Background: an optimization exercise with open tools, aiming at small area and a short achievable clock period. Do not read the settings as production practice. Function was not checked in any run shown here: the RTL went through the layout flow alone. Power is estimated from default activity; no workload was simulated.

--- flow/run.sh ---
#!/bin/bash
# synth_recipe.tcl (not shown) runs the flow's synth.tcl, then flattens the netlist and writes it again
# the make line also repeats each setting of config.mk as NAME=value (left out here)
make -C /OpenROAD-flow-scripts/flow DESIGN_CONFIG=/design/flow/config.mk WORK_HOME=/design/flow/orfs CLKGATE_MAP_FILE= SYNTH_SCRIPT=/design/flow/synth_recipe.tcl finish
--- flow/config.mk ---
export PLATFORM = sky130hd
export DESIGN_NAME = srpt_grant_top
export DESIGN_NICKNAME = srpt_grant_top
export VERILOG_FILES = /design/flow/design.v
export SDC_FILE = /design/flow/constraint.sdc
export NUM_CORES = 4
export LEC_CHECK = 0
export CAP_MARGIN = 20
export CORE_MARGIN = 2
export CORE_UTILIZATION = 40
export SLEW_MARGIN = 20
--- flow/constraint.sdc ---
create_clock -name core_clock -period 10.5 [get_ports {ap_clk}]
set_input_delay 2.1000 -clock core_clock [delete_from_list [all_inputs] [get_ports {ap_clk}]]
set_output_delay 2.1000 -clock core_clock [all_outputs]
set_load 0.01 [all_outputs]
--- flow/design.v ---
package srpt_pkg;
   localparam int PEER_ID_W = 14;
   localparam int RPC_ID_W = 14;
   localparam int PKTS_W = 10;
   localparam int OFFSET_W = 32;
   localparam int HDR_W = PEER_ID_W + RPC_ID_W + 2 * PKTS_W + OFFSET_W;
   localparam int STATE_W = 3;
   localparam int ENTRY_W = PEER_ID_W + RPC_ID_W + 2 * PKTS_W + STATE_W;
   localparam int E_STATE_LO = 0;
   localparam int E_GRANT_LO = STATE_W;
   localparam int E_RECV_LO  = E_GRANT_LO + PKTS_W;
   localparam int E_RPC_LO   = E_RECV_LO + PKTS_W;
   localparam int E_PEER_LO  = E_RPC_LO + RPC_ID_W;
   localparam logic [STATE_W-1:0] SRPT_EMPTY  = 3'b100;
   localparam logic [STATE_W-1:0] SRPT_ACTIVE = 3'b110;
   localparam logic [ENTRY_W-1:0] SRPT_ENTRY_NONE = {{(ENTRY_W - STATE_W){1'b0}}, SRPT_EMPTY};
endpackage
module srpt_header_intake (
   input  logic                           ap_clk,
   input  logic                           ap_rst,
   input  logic                           header_valid_i,
   input  logic [srpt_pkg::HDR_W-1:0]     header_i,
   output logic                           push_o,
   output logic                           retire_o,
   output logic [27:0]                    id_o,
   output logic [9:0]                     key_o
);
   logic [27:0] hdr_id;
   logic [9:0]  hdr_msg_len;
   logic [9:0]  hdr_incoming;
   logic [31:0] hdr_offset;
   assign {hdr_id, hdr_msg_len, hdr_incoming, hdr_offset} = header_i;
   logic hdr_useful;
   logic hdr_first;
   assign hdr_useful = hdr_msg_len > hdr_incoming;
   assign hdr_first  = (hdr_offset == '0);
   always_ff @(posedge ap_clk) begin
      if (ap_rst) begin
         push_o   <= 1'b0;
         retire_o <= 1'b0;
      end else begin
         push_o   <= header_valid_i && hdr_useful && hdr_first;
         retire_o <= header_valid_i && hdr_useful && !hdr_first;
      end
   end
   always_ff @(posedge ap_clk) begin
      id_o  <= hdr_id;
      key_o <= hdr_msg_len - 10'd1;
   end
endmodule
module srpt_queue #(
   parameter int QUEUE_DEPTH = 16
) (
   input  logic         ap_clk,
   input  logic         ap_rst,
   input  logic         push_i,
   input  logic [27:0]  push_id_i,
   input  logic [9:0]   push_key_i,
   input  logic         pop_i,
   output logic         head_occ_o,
   output logic [9:0]   head_key_o,
   output logic [27:0]  head_id_o
);
   localparam int N  = 16;
   localparam int PW = 4;
   logic [N-1:0][9:0]    key;
   logic [N-1:0][PW-1:0] ptr;
   logic [N-1:0][27:0]   id_mem;
   logic [N-1:0][9:0]    key_d;
   logic [N-1:0][PW-1:0] ptr_d;
   logic [N-1:0]         occ;
   logic [9:0]           nkey;
   logic [1:0]           ltn;
   logic [3:0]           ltqn;
   logic [PW-1:0]        wr_ptr;
   logic e_A_0;
   logic e_A_1;
   logic e_A_2;
   logic e_A_3;
   logic e_A_4;
   logic e_A_5;
   logic e_A_6;
   logic e_A_7;
   logic o_A_0;
   logic o_A_1;
   logic o_A_2;
   logic o_A_3;
   logic o_A_4;
   logic o_A_5;
   logic o_A_6;
   logic e_B_0;
   logic e_B_1;
   logic e_B_2;
   logic e_B_3;
   logic e_B_4;
   logic e_B_5;
   logic e_B_6;
   logic o_B_0;
   logic o_B_1;
   logic o_B_2;
   logic o_B_3;
   logic o_B_4;
   logic o_B_5;
   logic o_B_6;
   logic t_C;
   logic e_C_1;
   logic e_C_2;
   logic e_C_3;
   logic e_C_4;
   logic e_C_5;
   logic e_C_6;
   logic e_C_7;
   logic o_C_0;
   logic o_C_1;
   logic o_C_2;
   logic o_C_3;
   logic o_C_4;
   logic o_C_5;
   logic o_C_6;
   logic t_D;
   logic e_D_1;
   logic e_D_2;
   logic e_D_3;
   logic e_D_4;
   logic e_D_5;
   logic e_D_6;
   logic e_D_7;
   logic o_D_0;
   logic o_D_1;
   logic o_D_2;
   logic o_D_3;
   logic o_D_4;
   logic o_D_5;
   logic o_D_6;
   logic sel_0_1;
   logic sel_0_0;
   logic sel_0_2;
   logic sel_0_nC;
   logic sel_0_nD;
   logic sel_1_3;
   logic sel_1_2;
   logic sel_1_0;
   logic sel_1_1;
   logic sel_1_4;
   logic sel_1_nC;
   logic sel_1_nD;
   logic sel_2_0;
   logic sel_2_1;
   logic sel_2_3;
   logic sel_2_2;
   logic sel_2_4;
   logic sel_2_nC;
   logic sel_2_nD;
   logic sel_3_5;
   logic sel_3_4;
   logic sel_3_2;
   logic sel_3_3;
   logic sel_3_6;
   logic sel_3_1;
   logic sel_4_2;
   logic sel_4_3;
   logic sel_4_5;
   logic sel_4_4;
   logic sel_4_6;
   logic sel_4_1;
   logic sel_5_7;
   logic sel_5_6;
   logic sel_5_4;
   logic sel_5_5;
   logic sel_5_8;
   logic sel_5_3;
   logic sel_6_4;
   logic sel_6_5;
   logic sel_6_7;
   logic sel_6_6;
   logic sel_6_8;
   logic sel_6_3;
   logic sel_7_9;
   logic sel_7_8;
   logic sel_7_6;
   logic sel_7_7;
   logic sel_7_10;
   logic sel_7_5;
   logic sel_8_6;
   logic sel_8_7;
   logic sel_8_9;
   logic sel_8_8;
   logic sel_8_10;
   logic sel_8_5;
   logic sel_9_11;
   logic sel_9_10;
   logic sel_9_8;
   logic sel_9_9;
   logic sel_9_12;
   logic sel_9_7;
   logic sel_10_8;
   logic sel_10_9;
   logic sel_10_11;
   logic sel_10_10;
   logic sel_10_12;
   logic sel_10_7;
   logic sel_11_13;
   logic sel_11_12;
   logic sel_11_10;
   logic sel_11_11;
   logic sel_11_14;
   logic sel_11_9;
   logic sel_12_10;
   logic sel_12_11;
   logic sel_12_13;
   logic sel_12_12;
   logic sel_12_14;
   logic sel_12_9;
   logic sel_13_15;
   logic sel_13_14;
   logic sel_13_12;
   logic sel_13_13;
   logic sel_13_11;
   logic sel_14_12;
   logic sel_14_13;
   logic sel_14_15;
   logic sel_14_14;
   logic sel_14_11;
   logic sel_15_14;
   logic sel_15_15;
   logic sel_15_E;
   logic sel_15_13;
   logic lt_1_0;
   logic lt_2_0;
   logic lt_2_1;
   logic lt_3_0;
   logic lt_3_1;
   logic lt_3_2;
   logic lt_4_1;
   logic lt_4_2;
   logic lt_4_3;
   logic lt_5_2;
   logic lt_5_3;
   logic lt_5_4;
   logic lt_6_3;
   logic lt_6_4;
   logic lt_6_5;
   logic lt_7_4;
   logic lt_7_5;
   logic lt_7_6;
   logic lt_8_5;
   logic lt_8_6;
   logic lt_8_7;
   logic lt_9_6;
   logic lt_9_7;
   logic lt_9_8;
   logic lt_10_7;
   logic lt_10_8;
   logic lt_10_9;
   logic lt_11_8;
   logic lt_11_9;
   logic lt_11_10;
   logic lt_12_9;
   logic lt_12_10;
   logic lt_12_11;
   logic lt_13_10;
   logic lt_13_11;
   logic lt_13_12;
   logic lt_14_11;
   logic lt_14_12;
   logic lt_14_13;
   logic lt_15_12;
   logic lt_15_13;
   logic lt_15_14;
   assign nkey = push_key_i;
   always_comb begin
      for (int k = 0; k < N; k++) begin
         occ[k] = key[k] != 10'h3ff;
      end
   end
   assign ltn[0]  = nkey < key[0];
   assign ltn[1]  = nkey < key[1];
   assign ltqn[0] = 1'b0;
   assign ltqn[1] = key[1] < nkey;
   assign ltqn[2] = key[2] < nkey;
   assign ltqn[3] = key[3] < nkey;
   assign lt_1_0 = key[1] < key[0];
   assign lt_2_0 = key[2] < key[0];
   assign lt_2_1 = key[2] < key[1];
   assign lt_3_0 = key[3] < key[0];
   assign lt_3_1 = key[3] < key[1];
   assign lt_3_2 = key[3] < key[2];
   assign lt_4_1 = key[4] < key[1];
   assign lt_4_2 = key[4] < key[2];
   assign lt_4_3 = key[4] < key[3];
   assign lt_5_2 = key[5] < key[2];
   assign lt_5_3 = key[5] < key[3];
   assign lt_5_4 = key[5] < key[4];
   assign lt_6_3 = key[6] < key[3];
   assign lt_6_4 = key[6] < key[4];
   assign lt_6_5 = key[6] < key[5];
   assign lt_7_4 = key[7] < key[4];
   assign lt_7_5 = key[7] < key[5];
   assign lt_7_6 = key[7] < key[6];
   assign lt_8_5 = key[8] < key[5];
   assign lt_8_6 = key[8] < key[6];
   assign lt_8_7 = key[8] < key[7];
   assign lt_9_6 = key[9] < key[6];
   assign lt_9_7 = key[9] < key[7];
   assign lt_9_8 = key[9] < key[8];
   assign lt_10_7 = key[10] < key[7];
   assign lt_10_8 = key[10] < key[8];
   assign lt_10_9 = key[10] < key[9];
   assign lt_11_8 = key[11] < key[8];
   assign lt_11_9 = key[11] < key[9];
   assign lt_11_10 = key[11] < key[10];
   assign lt_12_9 = key[12] < key[9];
   assign lt_12_10 = key[12] < key[10];
   assign lt_12_11 = key[12] < key[11];
   assign lt_13_10 = key[13] < key[10];
   assign lt_13_11 = key[13] < key[11];
   assign lt_13_12 = key[13] < key[12];
   assign lt_14_11 = key[14] < key[11];
   assign lt_14_12 = key[14] < key[12];
   assign lt_14_13 = key[14] < key[13];
   assign lt_15_12 = key[15] < key[12];
   assign lt_15_13 = key[15] < key[13];
   assign lt_15_14 = key[15] < key[14];
   assign e_A_0 = (lt_1_0);
   assign e_A_1 = (lt_3_2);
   assign e_A_2 = (lt_5_4);
   assign e_A_3 = (lt_7_6);
   assign e_A_4 = (lt_9_8);
   assign e_A_5 = (lt_11_10);
   assign e_A_6 = (lt_13_12);
   assign e_A_7 = (lt_15_14);
   assign o_A_0 = (((e_A_0) & (e_A_1) & lt_3_0) | ((e_A_0) & (!e_A_1) & lt_2_0) | ((!e_A_0) & (e_A_1) & lt_3_1) | ((!e_A_0) & (!e_A_1) & lt_2_1));
   assign o_A_1 = (((e_A_1) & (e_A_2) & lt_5_2) | ((e_A_1) & (!e_A_2) & lt_4_2) | ((!e_A_1) & (e_A_2) & lt_5_3) | ((!e_A_1) & (!e_A_2) & lt_4_3));
   assign o_A_2 = (((e_A_2) & (e_A_3) & lt_7_4) | ((e_A_2) & (!e_A_3) & lt_6_4) | ((!e_A_2) & (e_A_3) & lt_7_5) | ((!e_A_2) & (!e_A_3) & lt_6_5));
   assign o_A_3 = (((e_A_3) & (e_A_4) & lt_9_6) | ((e_A_3) & (!e_A_4) & lt_8_6) | ((!e_A_3) & (e_A_4) & lt_9_7) | ((!e_A_3) & (!e_A_4) & lt_8_7));
   assign o_A_4 = (((e_A_4) & (e_A_5) & lt_11_8) | ((e_A_4) & (!e_A_5) & lt_10_8) | ((!e_A_4) & (e_A_5) & lt_11_9) | ((!e_A_4) & (!e_A_5) & lt_10_9));
   assign o_A_5 = (((e_A_5) & (e_A_6) & lt_13_10) | ((e_A_5) & (!e_A_6) & lt_12_10) | ((!e_A_5) & (e_A_6) & lt_13_11) | ((!e_A_5) & (!e_A_6) & lt_12_11));
   assign o_A_6 = (((e_A_6) & (e_A_7) & lt_15_12) | ((e_A_6) & (!e_A_7) & lt_14_12) | ((!e_A_6) & (e_A_7) & lt_15_13) | ((!e_A_6) & (!e_A_7) & lt_14_13));
   assign e_B_0 = (lt_2_1);
   assign e_B_1 = (lt_4_3);
   assign e_B_2 = (lt_6_5);
   assign e_B_3 = (lt_8_7);
   assign e_B_4 = (lt_10_9);
   assign e_B_5 = (lt_12_11);
   assign e_B_6 = (lt_14_13);
   assign o_B_0 = (((e_B_0) & (e_B_1) & lt_4_1) | ((e_B_0) & (!e_B_1) & lt_3_1) | ((!e_B_0) & (e_B_1) & lt_4_2) | ((!e_B_0) & (!e_B_1) & lt_3_2));
   assign o_B_1 = (((e_B_1) & (e_B_2) & lt_6_3) | ((e_B_1) & (!e_B_2) & lt_5_3) | ((!e_B_1) & (e_B_2) & lt_6_4) | ((!e_B_1) & (!e_B_2) & lt_5_4));
   assign o_B_2 = (((e_B_2) & (e_B_3) & lt_8_5) | ((e_B_2) & (!e_B_3) & lt_7_5) | ((!e_B_2) & (e_B_3) & lt_8_6) | ((!e_B_2) & (!e_B_3) & lt_7_6));
   assign o_B_3 = (((e_B_3) & (e_B_4) & lt_10_7) | ((e_B_3) & (!e_B_4) & lt_9_7) | ((!e_B_3) & (e_B_4) & lt_10_8) | ((!e_B_3) & (!e_B_4) & lt_9_8));
   assign o_B_4 = (((e_B_4) & (e_B_5) & lt_12_9) | ((e_B_4) & (!e_B_5) & lt_11_9) | ((!e_B_4) & (e_B_5) & lt_12_10) | ((!e_B_4) & (!e_B_5) & lt_11_10));
   assign o_B_5 = (((e_B_5) & (e_B_6) & lt_14_11) | ((e_B_5) & (!e_B_6) & lt_13_11) | ((!e_B_5) & (e_B_6) & lt_14_12) | ((!e_B_5) & (!e_B_6) & lt_13_12));
   assign o_B_6 = (((e_B_6) & lt_15_13) | ((!e_B_6) & lt_15_14));
   assign t_C = ltn[0];
   assign e_C_1 = (lt_2_1);
   assign e_C_2 = (lt_4_3);
   assign e_C_3 = (lt_6_5);
   assign e_C_4 = (lt_8_7);
   assign e_C_5 = (lt_10_9);
   assign e_C_6 = (lt_12_11);
   assign e_C_7 = (lt_14_13);
   assign o_C_0 = (((t_C) & (e_C_1) & lt_2_0) | ((t_C) & (!e_C_1) & lt_1_0) | ((!t_C) & (e_C_1) & ltqn[2]) | ((!t_C) & (!e_C_1) & ltqn[1]));
   assign o_C_1 = (((e_C_1) & (e_C_2) & lt_4_1) | ((e_C_1) & (!e_C_2) & lt_3_1) | ((!e_C_1) & (e_C_2) & lt_4_2) | ((!e_C_1) & (!e_C_2) & lt_3_2));
   assign o_C_2 = (((e_C_2) & (e_C_3) & lt_6_3) | ((e_C_2) & (!e_C_3) & lt_5_3) | ((!e_C_2) & (e_C_3) & lt_6_4) | ((!e_C_2) & (!e_C_3) & lt_5_4));
   assign o_C_3 = (((e_C_3) & (e_C_4) & lt_8_5) | ((e_C_3) & (!e_C_4) & lt_7_5) | ((!e_C_3) & (e_C_4) & lt_8_6) | ((!e_C_3) & (!e_C_4) & lt_7_6));
   assign o_C_4 = (((e_C_4) & (e_C_5) & lt_10_7) | ((e_C_4) & (!e_C_5) & lt_9_7) | ((!e_C_4) & (e_C_5) & lt_10_8) | ((!e_C_4) & (!e_C_5) & lt_9_8));
   assign o_C_5 = (((e_C_5) & (e_C_6) & lt_12_9) | ((e_C_5) & (!e_C_6) & lt_11_9) | ((!e_C_5) & (e_C_6) & lt_12_10) | ((!e_C_5) & (!e_C_6) & lt_11_10));
   assign o_C_6 = (((e_C_6) & (e_C_7) & lt_14_11) | ((e_C_6) & (!e_C_7) & lt_13_11) | ((!e_C_6) & (e_C_7) & lt_14_12) | ((!e_C_6) & (!e_C_7) & lt_13_12));
   assign t_D = ltn[1];
   assign e_D_1 = (lt_3_2);
   assign e_D_2 = (lt_5_4);
   assign e_D_3 = (lt_7_6);
   assign e_D_4 = (lt_9_8);
   assign e_D_5 = (lt_11_10);
   assign e_D_6 = (lt_13_12);
   assign e_D_7 = (lt_15_14);
   assign o_D_0 = (((t_D) & (e_D_1) & lt_3_1) | ((t_D) & (!e_D_1) & lt_2_1) | ((!t_D) & (e_D_1) & ltqn[3]) | ((!t_D) & (!e_D_1) & ltqn[2]));
   assign o_D_1 = (((e_D_1) & (e_D_2) & lt_5_2) | ((e_D_1) & (!e_D_2) & lt_4_2) | ((!e_D_1) & (e_D_2) & lt_5_3) | ((!e_D_1) & (!e_D_2) & lt_4_3));
   assign o_D_2 = (((e_D_2) & (e_D_3) & lt_7_4) | ((e_D_2) & (!e_D_3) & lt_6_4) | ((!e_D_2) & (e_D_3) & lt_7_5) | ((!e_D_2) & (!e_D_3) & lt_6_5));
   assign o_D_3 = (((e_D_3) & (e_D_4) & lt_9_6) | ((e_D_3) & (!e_D_4) & lt_8_6) | ((!e_D_3) & (e_D_4) & lt_9_7) | ((!e_D_3) & (!e_D_4) & lt_8_7));
   assign o_D_4 = (((e_D_4) & (e_D_5) & lt_11_8) | ((e_D_4) & (!e_D_5) & lt_10_8) | ((!e_D_4) & (e_D_5) & lt_11_9) | ((!e_D_4) & (!e_D_5) & lt_10_9));
   assign o_D_5 = (((e_D_5) & (e_D_6) & lt_13_10) | ((e_D_5) & (!e_D_6) & lt_12_10) | ((!e_D_5) & (e_D_6) & lt_13_11) | ((!e_D_5) & (!e_D_6) & lt_12_11));
   assign o_D_6 = (((e_D_6) & (e_D_7) & lt_15_12) | ((e_D_6) & (!e_D_7) & lt_14_12) | ((!e_D_6) & (e_D_7) & lt_15_13) | ((!e_D_6) & (!e_D_7) & lt_14_13));
   assign sel_0_1 = pop_i ? (push_i ? (!t_D) : (!e_B_0)) : (push_i ? 1'b0 : (e_A_0));
   assign sel_0_0 = pop_i ? (push_i ? 1'b0 : 1'b0) : (push_i ? (!t_C) : (!e_A_0));
   assign sel_0_2 = pop_i ? (push_i ? 1'b0 : (e_B_0)) : (push_i ? 1'b0 : 1'b0);
   assign sel_0_nC = pop_i ? (push_i ? 1'b0 : 1'b0) : (push_i ? (t_C) : 1'b0);
   assign sel_0_nD = pop_i ? (push_i ? (t_D) : 1'b0) : (push_i ? 1'b0 : 1'b0);
   assign sel_1_3 = pop_i ? (push_i ? ((e_D_1) & o_D_0) : ((!e_B_1) & o_B_0)) : (push_i ? 1'b0 : ((e_A_1) & o_A_0));
   assign sel_1_2 = pop_i ? (push_i ? ((!e_D_1) & o_D_0) : ((!e_B_0) & !o_B_0)) : (push_i ? ((e_C_1) & o_C_0) : ((!e_A_1) & o_A_0));
   assign sel_1_0 = pop_i ? (push_i ? 1'b0 : 1'b0) : (push_i ? ((t_C) & !o_C_0) : ((e_A_0) & !o_A_0));
   assign sel_1_1 = pop_i ? (push_i ? ((t_D) & !o_D_0) : ((e_B_0) & !o_B_0)) : (push_i ? ((!e_C_1) & o_C_0) : ((!e_A_0) & !o_A_0));
   assign sel_1_4 = pop_i ? (push_i ? 1'b0 : ((e_B_1) & o_B_0)) : (push_i ? 1'b0 : 1'b0);
   assign sel_1_nC = pop_i ? (push_i ? 1'b0 : 1'b0) : (push_i ? ((!t_C) & !o_C_0) : 1'b0);
   assign sel_1_nD = pop_i ? (push_i ? ((!t_D) & !o_D_0) : 1'b0) : (push_i ? 1'b0 : 1'b0);
   assign sel_2_0 = pop_i ? (push_i ? 1'b0 : 1'b0) : (push_i ? ((t_C) & o_C_0) : ((e_A_0) & o_A_0));
   assign sel_2_1 = pop_i ? (push_i ? ((t_D) & o_D_0) : ((e_B_0) & o_B_0)) : (push_i ? ((!e_C_1) & !o_C_0) : ((!e_A_0) & o_A_0));
   assign sel_2_3 = pop_i ? (push_i ? ((e_D_1) & !o_D_0) : ((!e_B_1) & !o_B_0)) : (push_i ? 1'b0 : ((e_A_1) & !o_A_0));
   assign sel_2_2 = pop_i ? (push_i ? ((!e_D_1) & !o_D_0) : ((!e_B_0) & o_B_0)) : (push_i ? ((e_C_1) & !o_C_0) : ((!e_A_1) & !o_A_0));
   assign sel_2_4 = pop_i ? (push_i ? 1'b0 : ((e_B_1) & !o_B_0)) : (push_i ? 1'b0 : 1'b0);
   assign sel_2_nC = pop_i ? (push_i ? 1'b0 : 1'b0) : (push_i ? ((!t_C) & o_C_0) : 1'b0);
   assign sel_2_nD = pop_i ? (push_i ? ((!t_D) & o_D_0) : 1'b0) : (push_i ? 1'b0 : 1'b0);
   assign sel_3_5 = pop_i ? (push_i ? ((e_D_2) & o_D_1) : ((!e_B_2) & o_B_1)) : (push_i ? 1'b0 : ((e_A_2) & o_A_1));
   assign sel_3_4 = pop_i ? (push_i ? ((!e_D_2) & o_D_1) : ((!e_B_1) & !o_B_1)) : (push_i ? ((e_C_2) & o_C_1) : ((!e_A_2) & o_A_1));
   assign sel_3_2 = pop_i ? (push_i ? ((e_D_1) & !o_D_1) : 1'b0) : (push_i ? ((!e_C_1) & !o_C_1) : ((e_A_1) & !o_A_1));
   assign sel_3_3 = pop_i ? (push_i ? ((!e_D_1) & !o_D_1) : ((e_B_1) & !o_B_1)) : (push_i ? ((!e_C_2) & o_C_1) : ((!e_A_1) & !o_A_1));
   assign sel_3_6 = pop_i ? (push_i ? 1'b0 : ((e_B_2) & o_B_1)) : (push_i ? 1'b0 : 1'b0);
   assign sel_3_1 = pop_i ? (push_i ? 1'b0 : 1'b0) : (push_i ? ((e_C_1) & !o_C_1) : 1'b0);
   assign sel_4_2 = pop_i ? (push_i ? ((e_D_1) & o_D_1) : 1'b0) : (push_i ? ((!e_C_1) & o_C_1) : ((e_A_1) & o_A_1));
   assign sel_4_3 = pop_i ? (push_i ? ((!e_D_1) & o_D_1) : ((e_B_1) & o_B_1)) : (push_i ? ((!e_C_2) & !o_C_1) : ((!e_A_1) & o_A_1));
   assign sel_4_5 = pop_i ? (push_i ? ((e_D_2) & !o_D_1) : ((!e_B_2) & !o_B_1)) : (push_i ? 1'b0 : ((e_A_2) & !o_A_1));
   assign sel_4_4 = pop_i ? (push_i ? ((!e_D_2) & !o_D_1) : ((!e_B_1) & o_B_1)) : (push_i ? ((e_C_2) & !o_C_1) : ((!e_A_2) & !o_A_1));
   assign sel_4_6 = pop_i ? (push_i ? 1'b0 : ((e_B_2) & !o_B_1)) : (push_i ? 1'b0 : 1'b0);
   assign sel_4_1 = pop_i ? (push_i ? 1'b0 : 1'b0) : (push_i ? ((e_C_1) & o_C_1) : 1'b0);
   assign sel_5_7 = pop_i ? (push_i ? ((e_D_3) & o_D_2) : ((!e_B_3) & o_B_2)) : (push_i ? 1'b0 : ((e_A_3) & o_A_2));
   assign sel_5_6 = pop_i ? (push_i ? ((!e_D_3) & o_D_2) : ((!e_B_2) & !o_B_2)) : (push_i ? ((e_C_3) & o_C_2) : ((!e_A_3) & o_A_2));
   assign sel_5_4 = pop_i ? (push_i ? ((e_D_2) & !o_D_2) : 1'b0) : (push_i ? ((!e_C_2) & !o_C_2) : ((e_A_2) & !o_A_2));
   assign sel_5_5 = pop_i ? (push_i ? ((!e_D_2) & !o_D_2) : ((e_B_2) & !o_B_2)) : (push_i ? ((!e_C_3) & o_C_2) : ((!e_A_2) & !o_A_2));
   assign sel_5_8 = pop_i ? (push_i ? 1'b0 : ((e_B_3) & o_B_2)) : (push_i ? 1'b0 : 1'b0);
   assign sel_5_3 = pop_i ? (push_i ? 1'b0 : 1'b0) : (push_i ? ((e_C_2) & !o_C_2) : 1'b0);
   assign sel_6_4 = pop_i ? (push_i ? ((e_D_2) & o_D_2) : 1'b0) : (push_i ? ((!e_C_2) & o_C_2) : ((e_A_2) & o_A_2));
   assign sel_6_5 = pop_i ? (push_i ? ((!e_D_2) & o_D_2) : ((e_B_2) & o_B_2)) : (push_i ? ((!e_C_3) & !o_C_2) : ((!e_A_2) & o_A_2));
   assign sel_6_7 = pop_i ? (push_i ? ((e_D_3) & !o_D_2) : ((!e_B_3) & !o_B_2)) : (push_i ? 1'b0 : ((e_A_3) & !o_A_2));
   assign sel_6_6 = pop_i ? (push_i ? ((!e_D_3) & !o_D_2) : ((!e_B_2) & o_B_2)) : (push_i ? ((e_C_3) & !o_C_2) : ((!e_A_3) & !o_A_2));
   assign sel_6_8 = pop_i ? (push_i ? 1'b0 : ((e_B_3) & !o_B_2)) : (push_i ? 1'b0 : 1'b0);
   assign sel_6_3 = pop_i ? (push_i ? 1'b0 : 1'b0) : (push_i ? ((e_C_2) & o_C_2) : 1'b0);
   assign sel_7_9 = pop_i ? (push_i ? ((e_D_4) & o_D_3) : ((!e_B_4) & o_B_3)) : (push_i ? 1'b0 : ((e_A_4) & o_A_3));
   assign sel_7_8 = pop_i ? (push_i ? ((!e_D_4) & o_D_3) : ((!e_B_3) & !o_B_3)) : (push_i ? ((e_C_4) & o_C_3) : ((!e_A_4) & o_A_3));
   assign sel_7_6 = pop_i ? (push_i ? ((e_D_3) & !o_D_3) : 1'b0) : (push_i ? ((!e_C_3) & !o_C_3) : ((e_A_3) & !o_A_3));
   assign sel_7_7 = pop_i ? (push_i ? ((!e_D_3) & !o_D_3) : ((e_B_3) & !o_B_3)) : (push_i ? ((!e_C_4) & o_C_3) : ((!e_A_3) & !o_A_3));
   assign sel_7_10 = pop_i ? (push_i ? 1'b0 : ((e_B_4) & o_B_3)) : (push_i ? 1'b0 : 1'b0);
   assign sel_7_5 = pop_i ? (push_i ? 1'b0 : 1'b0) : (push_i ? ((e_C_3) & !o_C_3) : 1'b0);
   assign sel_8_6 = pop_i ? (push_i ? ((e_D_3) & o_D_3) : 1'b0) : (push_i ? ((!e_C_3) & o_C_3) : ((e_A_3) & o_A_3));
   assign sel_8_7 = pop_i ? (push_i ? ((!e_D_3) & o_D_3) : ((e_B_3) & o_B_3)) : (push_i ? ((!e_C_4) & !o_C_3) : ((!e_A_3) & o_A_3));
   assign sel_8_9 = pop_i ? (push_i ? ((e_D_4) & !o_D_3) : ((!e_B_4) & !o_B_3)) : (push_i ? 1'b0 : ((e_A_4) & !o_A_3));
   assign sel_8_8 = pop_i ? (push_i ? ((!e_D_4) & !o_D_3) : ((!e_B_3) & o_B_3)) : (push_i ? ((e_C_4) & !o_C_3) : ((!e_A_4) & !o_A_3));
   assign sel_8_10 = pop_i ? (push_i ? 1'b0 : ((e_B_4) & !o_B_3)) : (push_i ? 1'b0 : 1'b0);
   assign sel_8_5 = pop_i ? (push_i ? 1'b0 : 1'b0) : (push_i ? ((e_C_3) & o_C_3) : 1'b0);
   assign sel_9_11 = pop_i ? (push_i ? ((e_D_5) & o_D_4) : ((!e_B_5) & o_B_4)) : (push_i ? 1'b0 : ((e_A_5) & o_A_4));
   assign sel_9_10 = pop_i ? (push_i ? ((!e_D_5) & o_D_4) : ((!e_B_4) & !o_B_4)) : (push_i ? ((e_C_5) & o_C_4) : ((!e_A_5) & o_A_4));
   assign sel_9_8 = pop_i ? (push_i ? ((e_D_4) & !o_D_4) : 1'b0) : (push_i ? ((!e_C_4) & !o_C_4) : ((e_A_4) & !o_A_4));
   assign sel_9_9 = pop_i ? (push_i ? ((!e_D_4) & !o_D_4) : ((e_B_4) & !o_B_4)) : (push_i ? ((!e_C_5) & o_C_4) : ((!e_A_4) & !o_A_4));
   assign sel_9_12 = pop_i ? (push_i ? 1'b0 : ((e_B_5) & o_B_4)) : (push_i ? 1'b0 : 1'b0);
   assign sel_9_7 = pop_i ? (push_i ? 1'b0 : 1'b0) : (push_i ? ((e_C_4) & !o_C_4) : 1'b0);
   assign sel_10_8 = pop_i ? (push_i ? ((e_D_4) & o_D_4) : 1'b0) : (push_i ? ((!e_C_4) & o_C_4) : ((e_A_4) & o_A_4));
   assign sel_10_9 = pop_i ? (push_i ? ((!e_D_4) & o_D_4) : ((e_B_4) & o_B_4)) : (push_i ? ((!e_C_5) & !o_C_4) : ((!e_A_4) & o_A_4));
   assign sel_10_11 = pop_i ? (push_i ? ((e_D_5) & !o_D_4) : ((!e_B_5) & !o_B_4)) : (push_i ? 1'b0 : ((e_A_5) & !o_A_4));
   assign sel_10_10 = pop_i ? (push_i ? ((!e_D_5) & !o_D_4) : ((!e_B_4) & o_B_4)) : (push_i ? ((e_C_5) & !o_C_4) : ((!e_A_5) & !o_A_4));
   assign sel_10_12 = pop_i ? (push_i ? 1'b0 : ((e_B_5) & !o_B_4)) : (push_i ? 1'b0 : 1'b0);
   assign sel_10_7 = pop_i ? (push_i ? 1'b0 : 1'b0) : (push_i ? ((e_C_4) & o_C_4) : 1'b0);
   assign sel_11_13 = pop_i ? (push_i ? ((e_D_6) & o_D_5) : ((!e_B_6) & o_B_5)) : (push_i ? 1'b0 : ((e_A_6) & o_A_5));
   assign sel_11_12 = pop_i ? (push_i ? ((!e_D_6) & o_D_5) : ((!e_B_5) & !o_B_5)) : (push_i ? ((e_C_6) & o_C_5) : ((!e_A_6) & o_A_5));
   assign sel_11_10 = pop_i ? (push_i ? ((e_D_5) & !o_D_5) : 1'b0) : (push_i ? ((!e_C_5) & !o_C_5) : ((e_A_5) & !o_A_5));
   assign sel_11_11 = pop_i ? (push_i ? ((!e_D_5) & !o_D_5) : ((e_B_5) & !o_B_5)) : (push_i ? ((!e_C_6) & o_C_5) : ((!e_A_5) & !o_A_5));
   assign sel_11_14 = pop_i ? (push_i ? 1'b0 : ((e_B_6) & o_B_5)) : (push_i ? 1'b0 : 1'b0);
   assign sel_11_9 = pop_i ? (push_i ? 1'b0 : 1'b0) : (push_i ? ((e_C_5) & !o_C_5) : 1'b0);
   assign sel_12_10 = pop_i ? (push_i ? ((e_D_5) & o_D_5) : 1'b0) : (push_i ? ((!e_C_5) & o_C_5) : ((e_A_5) & o_A_5));
   assign sel_12_11 = pop_i ? (push_i ? ((!e_D_5) & o_D_5) : ((e_B_5) & o_B_5)) : (push_i ? ((!e_C_6) & !o_C_5) : ((!e_A_5) & o_A_5));
   assign sel_12_13 = pop_i ? (push_i ? ((e_D_6) & !o_D_5) : ((!e_B_6) & !o_B_5)) : (push_i ? 1'b0 : ((e_A_6) & !o_A_5));
   assign sel_12_12 = pop_i ? (push_i ? ((!e_D_6) & !o_D_5) : ((!e_B_5) & o_B_5)) : (push_i ? ((e_C_6) & !o_C_5) : ((!e_A_6) & !o_A_5));
   assign sel_12_14 = pop_i ? (push_i ? 1'b0 : ((e_B_6) & !o_B_5)) : (push_i ? 1'b0 : 1'b0);
   assign sel_12_9 = pop_i ? (push_i ? 1'b0 : 1'b0) : (push_i ? ((e_C_5) & o_C_5) : 1'b0);
   assign sel_13_15 = pop_i ? (push_i ? ((e_D_7) & o_D_6) : (o_B_6)) : (push_i ? 1'b0 : ((e_A_7) & o_A_6));
   assign sel_13_14 = pop_i ? (push_i ? ((!e_D_7) & o_D_6) : ((!e_B_6) & !o_B_6)) : (push_i ? ((e_C_7) & o_C_6) : ((!e_A_7) & o_A_6));
   assign sel_13_12 = pop_i ? (push_i ? ((e_D_6) & !o_D_6) : 1'b0) : (push_i ? ((!e_C_6) & !o_C_6) : ((e_A_6) & !o_A_6));
   assign sel_13_13 = pop_i ? (push_i ? ((!e_D_6) & !o_D_6) : ((e_B_6) & !o_B_6)) : (push_i ? ((!e_C_7) & o_C_6) : ((!e_A_6) & !o_A_6));
   assign sel_13_11 = pop_i ? (push_i ? 1'b0 : 1'b0) : (push_i ? ((e_C_6) & !o_C_6) : 1'b0);
   assign sel_14_12 = pop_i ? (push_i ? ((e_D_6) & o_D_6) : 1'b0) : (push_i ? ((!e_C_6) & o_C_6) : ((e_A_6) & o_A_6));
   assign sel_14_13 = pop_i ? (push_i ? ((!e_D_6) & o_D_6) : ((e_B_6) & o_B_6)) : (push_i ? ((!e_C_7) & !o_C_6) : ((!e_A_6) & o_A_6));
   assign sel_14_15 = pop_i ? (push_i ? ((e_D_7) & !o_D_6) : (!o_B_6)) : (push_i ? 1'b0 : ((e_A_7) & !o_A_6));
   assign sel_14_14 = pop_i ? (push_i ? ((!e_D_7) & !o_D_6) : ((!e_B_6) & o_B_6)) : (push_i ? ((e_C_7) & !o_C_6) : ((!e_A_7) & !o_A_6));
   assign sel_14_11 = pop_i ? (push_i ? 1'b0 : 1'b0) : (push_i ? ((e_C_6) & o_C_6) : 1'b0);
   assign sel_15_14 = pop_i ? (push_i ? (e_D_7) : 1'b0) : (push_i ? (!e_C_7) : (e_A_7));
   assign sel_15_15 = pop_i ? (push_i ? (!e_D_7) : 1'b0) : (push_i ? 1'b0 : (!e_A_7));
   assign sel_15_E = pop_i ? (push_i ? 1'b0 : 1'b1) : (push_i ? 1'b0 : 1'b0);
   assign sel_15_13 = pop_i ? (push_i ? 1'b0 : 1'b0) : (push_i ? (e_C_7) : 1'b0);
   assign key_d[0] = ({10{sel_0_1}} & key[1]) | ({10{sel_0_0}} & key[0]) | ({10{sel_0_2}} & key[2]) | ({10{sel_0_nC}} & nkey) | ({10{sel_0_nD}} & nkey);
   assign ptr_d[0] = ({PW{sel_0_1}} & ptr[1]) | ({PW{sel_0_0}} & ptr[0]) | ({PW{sel_0_2}} & ptr[2]) | ({PW{sel_0_nC}} & ptr[15]) | ({PW{sel_0_nD}} & ptr[0]);
   assign key_d[1] = ({10{sel_1_3}} & key[3]) | ({10{sel_1_2}} & key[2]) | ({10{sel_1_0}} & key[0]) | ({10{sel_1_1}} & key[1]) | ({10{sel_1_4}} & key[4]) | ({10{sel_1_nC}} & nkey) | ({10{sel_1_nD}} & nkey);
   assign ptr_d[1] = ({PW{sel_1_3}} & ptr[3]) | ({PW{sel_1_2}} & ptr[2]) | ({PW{sel_1_0}} & ptr[0]) | ({PW{sel_1_1}} & ptr[1]) | ({PW{sel_1_4}} & ptr[4]) | ({PW{sel_1_nC}} & ptr[15]) | ({PW{sel_1_nD}} & ptr[0]);
   assign key_d[2] = ({10{sel_2_0}} & key[0]) | ({10{sel_2_1}} & key[1]) | ({10{sel_2_3}} & key[3]) | ({10{sel_2_2}} & key[2]) | ({10{sel_2_4}} & key[4]) | ({10{sel_2_nC}} & nkey) | ({10{sel_2_nD}} & nkey);
   assign ptr_d[2] = ({PW{sel_2_0}} & ptr[0]) | ({PW{sel_2_1}} & ptr[1]) | ({PW{sel_2_3}} & ptr[3]) | ({PW{sel_2_2}} & ptr[2]) | ({PW{sel_2_4}} & ptr[4]) | ({PW{sel_2_nC}} & ptr[15]) | ({PW{sel_2_nD}} & ptr[0]);
   assign key_d[3] = ({10{sel_3_5}} & key[5]) | ({10{sel_3_4}} & key[4]) | ({10{sel_3_2}} & key[2]) | ({10{sel_3_3}} & key[3]) | ({10{sel_3_6}} & key[6]) | ({10{sel_3_1}} & key[1]);
   assign ptr_d[3] = ({PW{sel_3_5}} & ptr[5]) | ({PW{sel_3_4}} & ptr[4]) | ({PW{sel_3_2}} & ptr[2]) | ({PW{sel_3_3}} & ptr[3]) | ({PW{sel_3_6}} & ptr[6]) | ({PW{sel_3_1}} & ptr[1]);
   assign key_d[4] = ({10{sel_4_2}} & key[2]) | ({10{sel_4_3}} & key[3]) | ({10{sel_4_5}} & key[5]) | ({10{sel_4_4}} & key[4]) | ({10{sel_4_6}} & key[6]) | ({10{sel_4_1}} & key[1]);
   assign ptr_d[4] = ({PW{sel_4_2}} & ptr[2]) | ({PW{sel_4_3}} & ptr[3]) | ({PW{sel_4_5}} & ptr[5]) | ({PW{sel_4_4}} & ptr[4]) | ({PW{sel_4_6}} & ptr[6]) | ({PW{sel_4_1}} & ptr[1]);
   assign key_d[5] = ({10{sel_5_7}} & key[7]) | ({10{sel_5_6}} & key[6]) | ({10{sel_5_4}} & key[4]) | ({10{sel_5_5}} & key[5]) | ({10{sel_5_8}} & key[8]) | ({10{sel_5_3}} & key[3]);
   assign ptr_d[5] = ({PW{sel_5_7}} & ptr[7]) | ({PW{sel_5_6}} & ptr[6]) | ({PW{sel_5_4}} & ptr[4]) | ({PW{sel_5_5}} & ptr[5]) | ({PW{sel_5_8}} & ptr[8]) | ({PW{sel_5_3}} & ptr[3]);
   assign key_d[6] = ({10{sel_6_4}} & key[4]) | ({10{sel_6_5}} & key[5]) | ({10{sel_6_7}} & key[7]) | ({10{sel_6_6}} & key[6]) | ({10{sel_6_8}} & key[8]) | ({10{sel_6_3}} & key[3]);
   assign ptr_d[6] = ({PW{sel_6_4}} & ptr[4]) | ({PW{sel_6_5}} & ptr[5]) | ({PW{sel_6_7}} & ptr[7]) | ({PW{sel_6_6}} & ptr[6]) | ({PW{sel_6_8}} & ptr[8]) | ({PW{sel_6_3}} & ptr[3]);
   assign key_d[7] = ({10{sel_7_9}} & key[9]) | ({10{sel_7_8}} & key[8]) | ({10{sel_7_6}} & key[6]) | ({10{sel_7_7}} & key[7]) | ({10{sel_7_10}} & key[10]) | ({10{sel_7_5}} & key[5]);
   assign ptr_d[7] = ({PW{sel_7_9}} & ptr[9]) | ({PW{sel_7_8}} & ptr[8]) | ({PW{sel_7_6}} & ptr[6]) | ({PW{sel_7_7}} & ptr[7]) | ({PW{sel_7_10}} & ptr[10]) | ({PW{sel_7_5}} & ptr[5]);
   assign key_d[8] = ({10{sel_8_6}} & key[6]) | ({10{sel_8_7}} & key[7]) | ({10{sel_8_9}} & key[9]) | ({10{sel_8_8}} & key[8]) | ({10{sel_8_10}} & key[10]) | ({10{sel_8_5}} & key[5]);
   assign ptr_d[8] = ({PW{sel_8_6}} & ptr[6]) | ({PW{sel_8_7}} & ptr[7]) | ({PW{sel_8_9}} & ptr[9]) | ({PW{sel_8_8}} & ptr[8]) | ({PW{sel_8_10}} & ptr[10]) | ({PW{sel_8_5}} & ptr[5]);
   assign key_d[9] = ({10{sel_9_11}} & key[11]) | ({10{sel_9_10}} & key[10]) | ({10{sel_9_8}} & key[8]) | ({10{sel_9_9}} & key[9]) | ({10{sel_9_12}} & key[12]) | ({10{sel_9_7}} & key[7]);
   assign ptr_d[9] = ({PW{sel_9_11}} & ptr[11]) | ({PW{sel_9_10}} & ptr[10]) | ({PW{sel_9_8}} & ptr[8]) | ({PW{sel_9_9}} & ptr[9]) | ({PW{sel_9_12}} & ptr[12]) | ({PW{sel_9_7}} & ptr[7]);
   assign key_d[10] = ({10{sel_10_8}} & key[8]) | ({10{sel_10_9}} & key[9]) | ({10{sel_10_11}} & key[11]) | ({10{sel_10_10}} & key[10]) | ({10{sel_10_12}} & key[12]) | ({10{sel_10_7}} & key[7]);
   assign ptr_d[10] = ({PW{sel_10_8}} & ptr[8]) | ({PW{sel_10_9}} & ptr[9]) | ({PW{sel_10_11}} & ptr[11]) | ({PW{sel_10_10}} & ptr[10]) | ({PW{sel_10_12}} & ptr[12]) | ({PW{sel_10_7}} & ptr[7]);
   assign key_d[11] = ({10{sel_11_13}} & key[13]) | ({10{sel_11_12}} & key[12]) | ({10{sel_11_10}} & key[10]) | ({10{sel_11_11}} & key[11]) | ({10{sel_11_14}} & key[14]) | ({10{sel_11_9}} & key[9]);
   assign ptr_d[11] = ({PW{sel_11_13}} & ptr[13]) | ({PW{sel_11_12}} & ptr[12]) | ({PW{sel_11_10}} & ptr[10]) | ({PW{sel_11_11}} & ptr[11]) | ({PW{sel_11_14}} & ptr[14]) | ({PW{sel_11_9}} & ptr[9]);
   assign key_d[12] = ({10{sel_12_10}} & key[10]) | ({10{sel_12_11}} & key[11]) | ({10{sel_12_13}} & key[13]) | ({10{sel_12_12}} & key[12]) | ({10{sel_12_14}} & key[14]) | ({10{sel_12_9}} & key[9]);
   assign ptr_d[12] = ({PW{sel_12_10}} & ptr[10]) | ({PW{sel_12_11}} & ptr[11]) | ({PW{sel_12_13}} & ptr[13]) | ({PW{sel_12_12}} & ptr[12]) | ({PW{sel_12_14}} & ptr[14]) | ({PW{sel_12_9}} & ptr[9]);
   assign key_d[13] = ({10{sel_13_15}} & key[15]) | ({10{sel_13_14}} & key[14]) | ({10{sel_13_12}} & key[12]) | ({10{sel_13_13}} & key[13]) | ({10{sel_13_11}} & key[11]);
   assign ptr_d[13] = ({PW{sel_13_15}} & ptr[15]) | ({PW{sel_13_14}} & ptr[14]) | ({PW{sel_13_12}} & ptr[12]) | ({PW{sel_13_13}} & ptr[13]) | ({PW{sel_13_11}} & ptr[11]);
   assign key_d[14] = ({10{sel_14_12}} & key[12]) | ({10{sel_14_13}} & key[13]) | ({10{sel_14_15}} & key[15]) | ({10{sel_14_14}} & key[14]) | ({10{sel_14_11}} & key[11]);
   assign ptr_d[14] = ({PW{sel_14_12}} & ptr[12]) | ({PW{sel_14_13}} & ptr[13]) | ({PW{sel_14_15}} & ptr[15]) | ({PW{sel_14_14}} & ptr[14]) | ({PW{sel_14_11}} & ptr[11]);
   assign key_d[15] = ({10{sel_15_14}} & key[14]) | ({10{sel_15_15}} & key[15]) | ({10{sel_15_E}} & 10'h3ff) | ({10{sel_15_13}} & key[13]);
   assign ptr_d[15] = ({PW{sel_15_14}} & ptr[14]) | ({PW{sel_15_15}} & ptr[15]) | ({PW{sel_15_E}} & ptr[0]) | ({PW{sel_15_13}} & ptr[13]);
   assign head_key_o = key[0];
   assign head_occ_o = occ[0];
   assign head_id_o  = id_mem[ptr[0]];
   assign wr_ptr = pop_i ? ptr[0] : ptr[N - 1];
   always_ff @(posedge ap_clk) begin
      if (ap_rst) begin
         for (int k = 0; k < N; k++) begin
            key[k] <= 10'h3ff;
            ptr[k] <= PW'(k);
         end
      end else begin
         key <= key_d;
         ptr <= ptr_d;
      end
   end
   always_ff @(posedge ap_clk) begin
      for (int k = 0; k < N; k++) begin
         if (push_i && wr_ptr == PW'(k)) begin
            id_mem[k] <= push_id_i;
         end
      end
   end
endmodule
module srpt_active_set #(
   parameter int MAX_OVERCOMMIT = 4
) (
   input  logic         ap_clk,
   input  logic         ap_rst,
   input  logic         head_occ_i,
   input  logic [9:0]   head_key_i,
   input  logic [27:0]  head_id_i,
   output logic         pop_o,
   input  logic         retire_i,
   input  logic [27:0]  retire_id_i,
   input  logic         grant_full_i,
   output logic         grant_valid_o,
   output logic [50:0]  grant_o
);
   localparam int M = MAX_OVERCOMMIT;
   logic [M-1:0]       occ;
   logic [M-1:0][27:0] slot_id;
   logic [M-1:0]       match;
   logic [M-1:0]       match_first;
   logic [M-1:0]       free_first;
   logic               gv;
   logic [27:0]        g_id;
   logic [9:0]         g_key;
   always_comb begin
      for (int k = 0; k < M; k++) begin
         match[k] = occ[k] && (slot_id[k] == retire_id_i);
      end
      for (int k = 0; k < M; k++) begin
         match_first[k] = match[k];
         free_first[k]  = !occ[k];
         for (int j = 0; j < k; j++) begin
            if (match[j]) match_first[k] = 1'b0;
            if (!occ[j]) free_first[k] = 1'b0;
         end
      end
   end
   assign pop_o = head_occ_i && !(&occ) && !grant_full_i;
   always_ff @(posedge ap_clk) begin
      if (ap_rst) begin
         occ <= '0;
         gv  <= 1'b0;
      end else begin
         for (int k = 0; k < M; k++) begin
            if (retire_i && match_first[k]) occ[k] <= 1'b0;
            if (pop_o && free_first[k]) occ[k] <= 1'b1;
         end
         gv <= pop_o;
      end
   end
   always_ff @(posedge ap_clk) begin
      for (int k = 0; k < M; k++) begin
         if (pop_o && free_first[k]) slot_id[k] <= head_id_i;
      end
      g_id  <= head_id_i;
      g_key <= head_key_i;
   end
   assign grant_valid_o = gv;
   assign grant_o = {g_id, 9'b0, gv, g_key, gv, gv, 1'b0};
endmodule
module srpt_grant_top #(
   parameter int QUEUE_DEPTH    = 16,
   parameter int MAX_OVERCOMMIT = 4
) (
   input  logic        ap_clk,
   input  logic        ap_rst,
   input  logic        header_valid_i,
   input  logic [79:0] header_i,
   input  logic        grant_full_i,
   output logic        grant_valid_o,
   output logic [50:0] grant_o
);
   logic        push;
   logic        retire;
   logic [27:0] in_id;
   logic [9:0]  in_key;
   logic        head_occ;
   logic [9:0]  head_key;
   logic [27:0] head_id;
   logic        pop;
   srpt_header_intake u_intake (
      .ap_clk         (ap_clk),
      .ap_rst         (ap_rst),
      .header_valid_i (header_valid_i),
      .header_i       (header_i),
      .push_o         (push),
      .retire_o       (retire),
      .id_o           (in_id),
      .key_o          (in_key)
   );
   srpt_queue #(
      .QUEUE_DEPTH (QUEUE_DEPTH)
   ) u_queue (
      .ap_clk     (ap_clk),
      .ap_rst     (ap_rst),
      .push_i     (push),
      .push_id_i  (in_id),
      .push_key_i (in_key),
      .pop_i      (pop),
      .head_occ_o (head_occ),
      .head_key_o (head_key),
      .head_id_o  (head_id)
   );
   srpt_active_set #(
      .MAX_OVERCOMMIT (MAX_OVERCOMMIT)
   ) u_active (
      .ap_clk        (ap_clk),
      .ap_rst        (ap_rst),
      .head_occ_i    (head_occ),
      .head_key_i    (head_key),
      .head_id_i     (head_id),
      .pop_o         (pop),
      .retire_i      (retire),
      .retire_id_i   (in_id),
      .grant_full_i  (grant_full_i),
      .grant_valid_o (grant_valid_o),
      .grant_o       (grant_o)
   );
endmodule
==> summary.txt, run 1 <==
CTS tree=yes; most instantiated cells after synthesis=edfxtp_1 (560), ha_1 (426), dfxtp_1 (307); count of boundary I/O pins=136; number of levels in the clock H-tree=3; asr flop ratio synth=0%; setup repair after global routing missed its margin=no; upper clock frequency limit=0.1759 GHz; kind of start point of the critical path=input pin; # rows=126; Reg clk slew, reported paths=about 70 ps; total DRC errors in the routed layout=0; initial antenna violation count=3; hold buffers post-CTS=0; required time of the critical path=~11000 ps; minimum period implied by the final worst setup slack=5684 ps; via density per instance=6.539; residual overflow from global routing=0; worst hold path class=flop to flop; wire length of the first global-routing pass=232600 um; core outline area=0.1181 mm2; pin count of the biggest net entering global routing=87; flip-flop and latch count after synthesis=approximately 870; period utilisation layout=54.14%; kind of capture point of the worst setup path=flop; summed instance area of the synthesized netlist=0.04769 mm2; clock tree buffer depth=3; cts bufs inserted=93; largest voltage drop on the vdd net=0.0002115 V; remaining antenna violation count=0; Pwr Density=around 360 mW/mm2; Finished Core Util=45.93%; via count=around 37000; post-route clock skew=41.97 ps; RePlAce Congestion=0.9446; number of hold violations in the final report=0; Tightest Pin Transition=1156 ps; critical-path cell list=clkdlybuf4s50_1 -> a41oi_1 -> o41a_2 -> buf_4 -> nor2_4 -> nor2_2 -> nand2_1 -> o21ai_1 -> a222oi_1 -> nand3_1; routed len/inst=27.77 um; share of post-route cells with drive strength above 1=11.52%; number of I/O port buffers=between 100 and 150; fraction of the yosys area taken by sequential cells=between 40% and 50%; multi-input combinational cell area=0.02321 mm2; critical path's slowest cell=o21ai_1; Starting Density=40.39%; count of endpoints failing setup in the final report=0; total routed wirelength=roughly 160000 um; total power draw=about 20 mW; overall die area=0.1220 mm2; final worst-path setup slack=4816 ps; detailed placer's ending HPWL=103300 um; die height=roughly 350 um; number of violations of the max-capacitance limit=0; initial drt markers=4727; Hold Crit Depth=0; WS Path Type=input pin to flop; main area contributors after synthesis=edfxtp_1 (35%), dfxtp_1 (13%), ha_1 (11%); # nets final=between 4000 and 5000; cell depth of the worst flop-to-flop path=11; horizontal die dimension=roughly 350 um; Data arrival, critical path=6280 ps; PostCTS Resize Cnt=0; later-pin clock latency in the skew report=690 ps; vias in the first global route=roughly 35000; Top FF cell, synth=edfxtp_1; root buffer cell=clkbuf_16; number of buffers inserted to repair setup after CTS=0; largest area contributor in the synthesized netlist=edfxtp_1; count of pins over their slew limit=0; minimum setup slack after placement=4256 ps; area growth from synthesis to layout=13.72%; number of flops mapped to enable cells by yosys=560; post-synth cell types=95; Synth top area share=35.26%; count of fill cells added during filler insertion=10600; Antenna Cells=0; combined flip-flop and latch cell area=0.02297 mm2; outcome=timing/DRC/antenna clean; GR Util All Layers=25.20%; Fin Setup TNS=0 ps; Sinks on Clock Net=867; first-pass iteration count of the detailed router=10; number of synthesis warnings=3; CP max stage delay=approximately 900 ps; most frequently used cell type in the post-synthesis netlist=edfxtp_1; Leak=~21 nW; maximum net fanout on the critical path=63; worst slew slack as a fraction of its limit=a little under a quarter; synthesized area divided by synthesized cell count=12.17 um2; cell count after synthesis=3919
[registers in the layout (all words and copies together), names as in the netlist]
register           count
u_active.occ           4
u_queue.ptr           64
u_intake.retire_o      1
u_active.g_key        10
u_queue.key          160
u_active.slot_id     112
u_queue.id_mem       448
u_intake.push_o        1
u_active.gv            1
u_intake.key_o        10
u_active.g_id         28
u_intake.id_o         28
[metrics by stage]
stage	cell area (um2)	std cells	hold WS [ps]
after floorplan	47720	3928	387.6
after global placement	50810	5463	452.4
after detailed placement	50910	5467	441.5
after CTS	54170	5640	449.0
after global routing	54230	5643	459.2
final	54230	5643	441.0
[layout make-up]
class                      count  share of cell area, %
clock buffer                 123                  4.720
clock inverter                50                  1.290
inverter                     188                  1.301
multi-input combinational   2644                  42.81
sequential                   867                  42.36
tap                         1536                  3.544
timing repair buffer         235                  3.980
[path summary, 6_finish.rpt]
path                              start                           to  slack [ps]
max                        grant_full_i  u_queue.key[100]$_SDFF_PP1_        4820
min           u_queue.key[6]$_SDFF_PP1_    u_active.g_key[6]$_DFF_P_         440
max reg2reg  u_queue.key[45]$_SDFF_PP1_   u_queue.key[37]$_SDFF_PP1_        5450
min reg2reg   u_queue.key[6]$_SDFF_PP1_    u_active.g_key[6]$_DFF_P_         440
[logic make-up (layout without fill, tap and decap cells)]
| kind of cell | Yosys count | count (layout) | synth area share, % |
|---|---|---|---|
| AO/OA/AOI/OAI | 1182 | 1182 | 19.66 |
| XOR/XNOR | 120 | 120 | 2.204 |
| adder cells (fa/ha/maj) | 426 | 426 | 11.18 |
| buffers and inverters | 417 | 596 | 3.642 |
| flip-flops | 867 | 867 | 48.15 |
| multiplexers | 203 | 203 | 7.994 |
| other | 1 | 10 | 0.007864 |
| AND/OR/NAND/NOR | 703 | 703 | 7.165 |
[power by group]
part | switching, mW | internal, mW
clock | 1.43 | 2.07
sequential | 1.30 | 4.21
combinational | 6.29 | 4.27
total | 9.02 | 10.6
[placed cells by master, fill, tap and decap left out, types with 35 or more instances in the layout]
cell and n:
a222oi_1 50, mux4_2 140, a31oi_1 70, clkdlybuf4s50_1 124
a21oi_1 126, a21o_1 96, a221oi_1 130, xor2_1 58
o21ai_0 124, mux2i_1 45, ha_1 426, nor2_1 82
xnor2_1 62, a221o_1 248, inv_1 186, buf_4 105
nor3_1 35, nand2_1 243, dfxtp_1 303, nand3_1 111
nand4_1 56, a22oi_1 80, edfxtp_1 560, clkbuf_16 93
nand2b_1 40
[metal layers]
layer	part of all wire, %	track usage (%)
met1	42	35.33
met2	45	39.62
met3	9.1	4.428
met4	3.4	7.864
met5	0	0
[critical path, delay by kind of cell]
family	cells	cell delay [ps]
compound gates	4	1780
simple gates	4	1330
buf+inv	2	1030
==> inputs of run 2 (changes only) <==
--- a/flow/design.v
+++ b/flow/design.v
@@ -268,59 +268,67 @@
    logic lt_15_13;
    logic lt_15_14;
    assign nkey = push_key_i;
+   function automatic logic lt10(input logic [9:0] a, input logic [9:0] b);
+      logic r;
+      r = 1'b0;
+      for (int i = 0; i < 10; i++) begin
+         r = (!a[i] && b[i]) || (!(a[i] ^ b[i]) && r);
+      end
+      lt10 = r;
+   endfunction
    always_comb begin
       for (int k = 0; k < N; k++) begin
          occ[k] = key[k] != 10'h3ff;
       end
    end
-   assign ltn[0]  = nkey < key[0];
-   assign ltn[1]  = nkey < key[1];
+   assign ltn[0]  = lt10(nkey, key[0]);
+   assign ltn[1]  = lt10(nkey, key[1]);
    assign ltqn[0] = 1'b0;
-   assign ltqn[1] = key[1] < nkey;
-   assign ltqn[2] = key[2] < nkey;
-   assign ltqn[3] = key[3] < nkey;
-   assign lt_1_0 = key[1] < key[0];
-   assign lt_2_0 = key[2] < key[0];
-   assign lt_2_1 = key[2] < key[1];
-   assign lt_3_0 = key[3] < key[0];
-   assign lt_3_1 = key[3] < key[1];
-   assign lt_3_2 = key[3] < key[2];
-   assign lt_4_1 = key[4] < key[1];
-   assign lt_4_2 = key[4] < key[2];
-   assign lt_4_3 = key[4] < key[3];
-   assign lt_5_2 = key[5] < key[2];
-   assign lt_5_3 = key[5] < key[3];
-   assign lt_5_4 = key[5] < key[4];
-   assign lt_6_3 = key[6] < key[3];
-   assign lt_6_4 = key[6] < key[4];
-   assign lt_6_5 = key[6] < key[5];
-   assign lt_7_4 = key[7] < key[4];
-   assign lt_7_5 = key[7] < key[5];
-   assign lt_7_6 = key[7] < key[6];
-   assign lt_8_5 = key[8] < key[5];
-   assign lt_8_6 = key[8] < key[6];
-   assign lt_8_7 = key[8] < key[7];
-   assign lt_9_6 = key[9] < key[6];
-   assign lt_9_7 = key[9] < key[7];
-   assign lt_9_8 = key[9] < key[8];
-   assign lt_10_7 = key[10] < key[7];
-   assign lt_10_8 = key[10] < key[8];
-   assign lt_10_9 = key[10] < key[9];
-   assign lt_11_8 = key[11] < key[8];
-   assign lt_11_9 = key[11] < key[9];
-   assign lt_11_10 = key[11] < key[10];
-   assign lt_12_9 = key[12] < key[9];
-   assign lt_12_10 = key[12] < key[10];
-   assign lt_12_11 = key[12] < key[11];
-   assign lt_13_10 = key[13] < key[10];
-   assign lt_13_11 = key[13] < key[11];
-   assign lt_13_12 = key[13] < key[12];
-   assign lt_14_11 = key[14] < key[11];
-   assign lt_14_12 = key[14] < key[12];
-   assign lt_14_13 = key[14] < key[13];
-   assign lt_15_12 = key[15] < key[12];
-   assign lt_15_13 = key[15] < key[13];
-   assign lt_15_14 = key[15] < key[14];
+   assign ltqn[1] = lt10(key[1], nkey);
+   assign ltqn[2] = lt10(key[2], nkey);
+   assign ltqn[3] = lt10(key[3], nkey);
+   assign lt_1_0 = lt10(key[1], key[0]);
+   assign lt_2_0 = lt10(key[2], key[0]);
+   assign lt_2_1 = lt10(key[2], key[1]);
+   assign lt_3_0 = lt10(key[3], key[0]);
+   assign lt_3_1 = lt10(key[3], key[1]);
+   assign lt_3_2 = lt10(key[3], key[2]);
+   assign lt_4_1 = lt10(key[4], key[1]);
+   assign lt_4_2 = lt10(key[4], key[2]);
+   assign lt_4_3 = lt10(key[4], key[3]);
+   assign lt_5_2 = lt10(key[5], key[2]);
+   assign lt_5_3 = lt10(key[5], key[3]);
+   assign lt_5_4 = lt10(key[5], key[4]);
+   assign lt_6_3 = lt10(key[6], key[3]);
+   assign lt_6_4 = lt10(key[6], key[4]);
+   assign lt_6_5 = lt10(key[6], key[5]);
+   assign lt_7_4 = lt10(key[7], key[4]);
+   assign lt_7_5 = lt10(key[7], key[5]);
+   assign lt_7_6 = lt10(key[7], key[6]);
+   assign lt_8_5 = lt10(key[8], key[5]);
+   assign lt_8_6 = lt10(key[8], key[6]);
+   assign lt_8_7 = lt10(key[8], key[7]);
+   assign lt_9_6 = lt10(key[9], key[6]);
+   assign lt_9_7 = lt10(key[9], key[7]);
+   assign lt_9_8 = lt10(key[9], key[8]);
+   assign lt_10_7 = lt10(key[10], key[7]);
+   assign lt_10_8 = lt10(key[10], key[8]);
+   assign lt_10_9 = lt10(key[10], key[9]);
+   assign lt_11_8 = lt10(key[11], key[8]);
+   assign lt_11_9 = lt10(key[11], key[9]);
+   assign lt_11_10 = lt10(key[11], key[10]);
+   assign lt_12_9 = lt10(key[12], key[9]);
+   assign lt_12_10 = lt10(key[12], key[10]);
+   assign lt_12_11 = lt10(key[12], key[11]);
+   assign lt_13_10 = lt10(key[13], key[10]);
+   assign lt_13_11 = lt10(key[13], key[11]);
+   assign lt_13_12 = lt10(key[13], key[12]);
+   assign lt_14_11 = lt10(key[14], key[11]);
+   assign lt_14_12 = lt10(key[14], key[12]);
+   assign lt_14_13 = lt10(key[14], key[13]);
+   assign lt_15_12 = lt10(key[15], key[12]);
+   assign lt_15_13 = lt10(key[15], key[13]);
+   assign lt_15_14 = lt10(key[15], key[14]);
    assign e_A_0 = (lt_1_0);
    assign e_A_1 = (lt_3_2);
    assign e_A_2 = (lt_5_4);
--- a/flow/config.mk
+++ b/flow/config.mk
@@ -8,4 +8,5 @@
 export CAP_MARGIN = 20
 export CORE_MARGIN = 2
 export CORE_UTILIZATION = 40
+export SETUP_SLACK_MARGIN = 5
 export SLEW_MARGIN = 20
==> summary.txt, run 2 <==
number of I/O port buffers=125; residual overflow from global routing=0; horizontal die dimension=348.9 um; clock tree buffer depth=3; pin count of the biggest net entering global routing=between 100 and 150; Int Power=10.42 mW; setup repair after global routing missed its margin=no; hold buffers post-CTS=0; maximum net fanout on the critical path=51; largest family of logic cells by synthesized area=compound AO/OA/AOI/OAI gates; post-synth cell types=99; number of hold violations in the final report=0; portion of total power attributed to combinational logic=between 50% and 60%; grt met1 use=34.83%; Sequential Power Share=28.5%; routed len/inst=between 20 and 30 um; kind of capture point of the worst setup path=flop; count of boundary I/O pins=136; largest area contributor in the synthesized netlist=edfxtp_1; kind of start point of the critical path=input pin; Post-Synth XOR/XNOR Area=between 2 and 2.5%; most common cell after layout, fill and taps aside=edfxtp_1; number of flops mapped to enable cells by yosys=560; wire length of the first global-routing pass=231500 um; via count=37070; multi-input combinational cell area=0.02314 mm2; total routed wirelength=157500 um; most instantiated cells after synthesis=edfxtp_1 (560), ha_1 (434), nand2_1 (314); number of synthesis warnings=3; Synth top area share=35.34%; grt met3 use=4.498%; required time of the critical path=about 11000 ps; leading cell types in the layout, fill and taps excluded=edfxtp_1 (560), ha_1 (434), nand2_1 (314), dfxtp_1 (303), a22oi_1 (206); area fraction in compound gates after synthesis=18.28%; area growth from synthesis to layout=13.39%; worst hold path class=flop to flop; Fin Setup TNS=0 ps; adder-cell share of the synthesized area=11.41%; worst slew slack as a fraction of its limit=between 10% and 20%; WS Path Type=input pin to flop; # nets final=roughly 4600; via density per instance=6.491; Starting Density=40.29%; number of violations of the max-capacitance limit=0; Leak=19.94 nW; GR Util All Layers=25.14%; Data arrival, critical path=6030 ps; share of post-route cells with drive strength above 1=11.65%; remaining antenna violation count=0; total DRC errors in the routed layout=0; Reg clk slew, reported paths=60 ps; minimum setup slack after placement=4298 ps; combined flip-flop and latch cell area=0.02297 mm2; vias in the first global route=35370; most frequently used cell type in the post-synthesis netlist=edfxtp_1; count of endpoints failing setup in the final report=0; CP max stage delay=980 ps; clock share of power=17.2%; Pwr Density=364.2 mW/mm2; placed cell area=0.05068 mm2; later-pin clock latency in the skew report=690 ps; minimum period implied by the final worst setup slack=5423 ps; flip-flop and latch count after synthesis=867; asr flop ratio synth=0%; main area contributors after synthesis=edfxtp_1 (35%), dfxtp_1 (13%), ha_1 (11%); RePlAce Congestion=0.9246; count of fill cells added during filler insertion=10600; portion of netlist area occupied by mux cells=7.600%; Sinks on Clock Net=867; cell area after layout=0.05395 mm2; final worst-path setup slack=5077 ps; fraction of the yosys area taken by sequential cells=about half; period utilisation layout=51.65%; non-filler cells, final=5710; Most Crowded Layer GR=met2; number of levels in the clock H-tree=3; detailed placer's ending HPWL=roughly 100000 um; die height=~350 um; largest voltage drop on the vdd net=0.0002193 V; Top FF cell, synth=edfxtp_1; initial antenna violation count=6; flip-flop count of the largest register after layout=448; upper clock frequency limit=about 0.18 GHz; total power draw=19.65 mW; Largest regs=u_queue.id_mem: 448 flops, u_queue.key: 160 flops, u_active.slot_id: 112 flops; synthesized area divided by synthesized cell count=approximately 12 um2; fraction of the mapped netlist area in simple logic gates=around 8.6%; initial drt markers=4786; post-route clock skew=28.84 ps; summed instance area of the synthesized netlist=0.04758 mm2; critical path's slowest cell=o22ai_1; core outline area=between 0.1 and 0.15 mm2; Tightest Pin Transition=1240 ps; GRT met2 Usage=38.93%; CTS tree=yes; first-pass iteration count of the detailed router=6; cts bufs inserted=92; Net Switching=between 9 and 10 mW; cell count after synthesis=around 4000; register bank with the most flops=u_queue.id_mem; number of instances in the placed design=roughly 5500; # rows=126; outcome=timing/DRC/antenna clean; count of pins over their slew limit=0; net switching share of the total power=between 40 and 50%; overall die area=0.1217 mm2; root buffer cell=clkbuf_16; critical-path cell list=clkdlybuf4s50_1 -> a41oi_1 -> o31a_2 -> buf_4 -> nor2_2 -> or3_1 -> o22ai_1 -> a221o_1 -> a221oi_1 -> nand2_1
run 2: what timing repair did:
action	4_1_cts	5_1_grt
setup endpoints to repair	1	3
gates cloned	0	0
resized for setup	1	1
buffers inserted	0	2
pin swaps	0	1
run 2: area by class of cell:
cell class | count | share of cell area, %
multi-input combinational | 2716 | 42.89
sequential | 867 | 42.58
clock buffer | 129 | 4.845
timing repair buffer | 225 | 3.713
tap | 1536 | 3.562
inverter | 192 | 1.336
clock inverter | 43 | 1.058
antenna | 2 | 0.009277
run 2: logic make-up after synthesis:
kind of cell             Yosys count
AND/OR/NAND/NOR                  834
adder cells (fa/ha/maj)          434
other                              1
multiplexers                     179
flip-flops                       867
XOR/XNOR                         120
buffers and inverters            413
AO/OA/AOI/OAI                   1139
run 2: power groups by stage:
stage | clock network, mW | logic (mW) | registers [mW]
after global routing | 3.55 | 11.6 | 5.59
after CTS | 3.43 | 10.3 | 5.51
final | 3.39 | 10.7 | 5.61
after detailed placement | 0 | 10.3 | 5.58
after global placement | 0 | 10.1 | 5.59
after floorplan | 0 | 7.67 | 4.83
run 2: per-layer routing:
layer	wire length (um)	up-vias
met2	70520	2172
met3	15050	441
met1	65080	18170
li1	-	16290
met4	6895	0
met5	0	-
run 2: stage by stage:
step	hold slack [ps]	utilization (%)
6_report	500.5	45.69
5_1_grt	537.3	45.69
4_1_cts	503.7	45.63
3_5_place_dp	492.4	42.92
3_3_place_gp	495.2	42.92
2_1_floorplan	410.9	-
run 2: critical path: cells and delay by family:
kind                   cells  cell delay (ps)
and+or+nand+nor            3              990
AOI/OAI and AO/OA          5             1910
buffers and inverters      2              950
run 2: worst paths after layout:
check	startpoint	slack, ps	to	cells past startpoint
setup / recovery	grant_full_i	5080	u_queue.key[84]$_SDFF_PP1_	10
hold / removal	u_queue.key[159]$_SDFF_PP1_	500	u_queue.key[139]$_SDFF_PP1_	2
setup reg to reg	u_queue.key[79]$_SDFF_PP1_	5520	u_queue.ptr[33]$_SDFF_PP0_	11
hold reg to reg	u_queue.key[159]$_SDFF_PP1_	500	u_queue.key[139]$_SDFF_PP1_	2

[re-timing with driven ports]
In the flow no input, the clock included, has a driving cell. The finished layouts below were timed again as built, in two steps. Step 1 sets driving cells, clkbuf_16 on the clock port and buf_2 on the other inputs (assumed; they add their load-dependent delay and slew). Step 2, shift: input delay + t, output delay - t, t = (earliest + latest rising clock arrival at the registers) / 2. This alone moves slack from input paths to output paths. a / b / c = ideal / step 1 / step 2; a / b = the first two.
run	t, ns	setup slack, ns	cell pins on the clock port's net
run 1	0.740	4.816 / 4.862 / 4.122	1
run 2	0.746	5.077 / 5.127 / 4.381	1
After both steps every run listed still meets setup and hold. The setup slack of run 2, which loses most, moves by +0.050 ns with the drivers and by -0.696 ns with both steps.
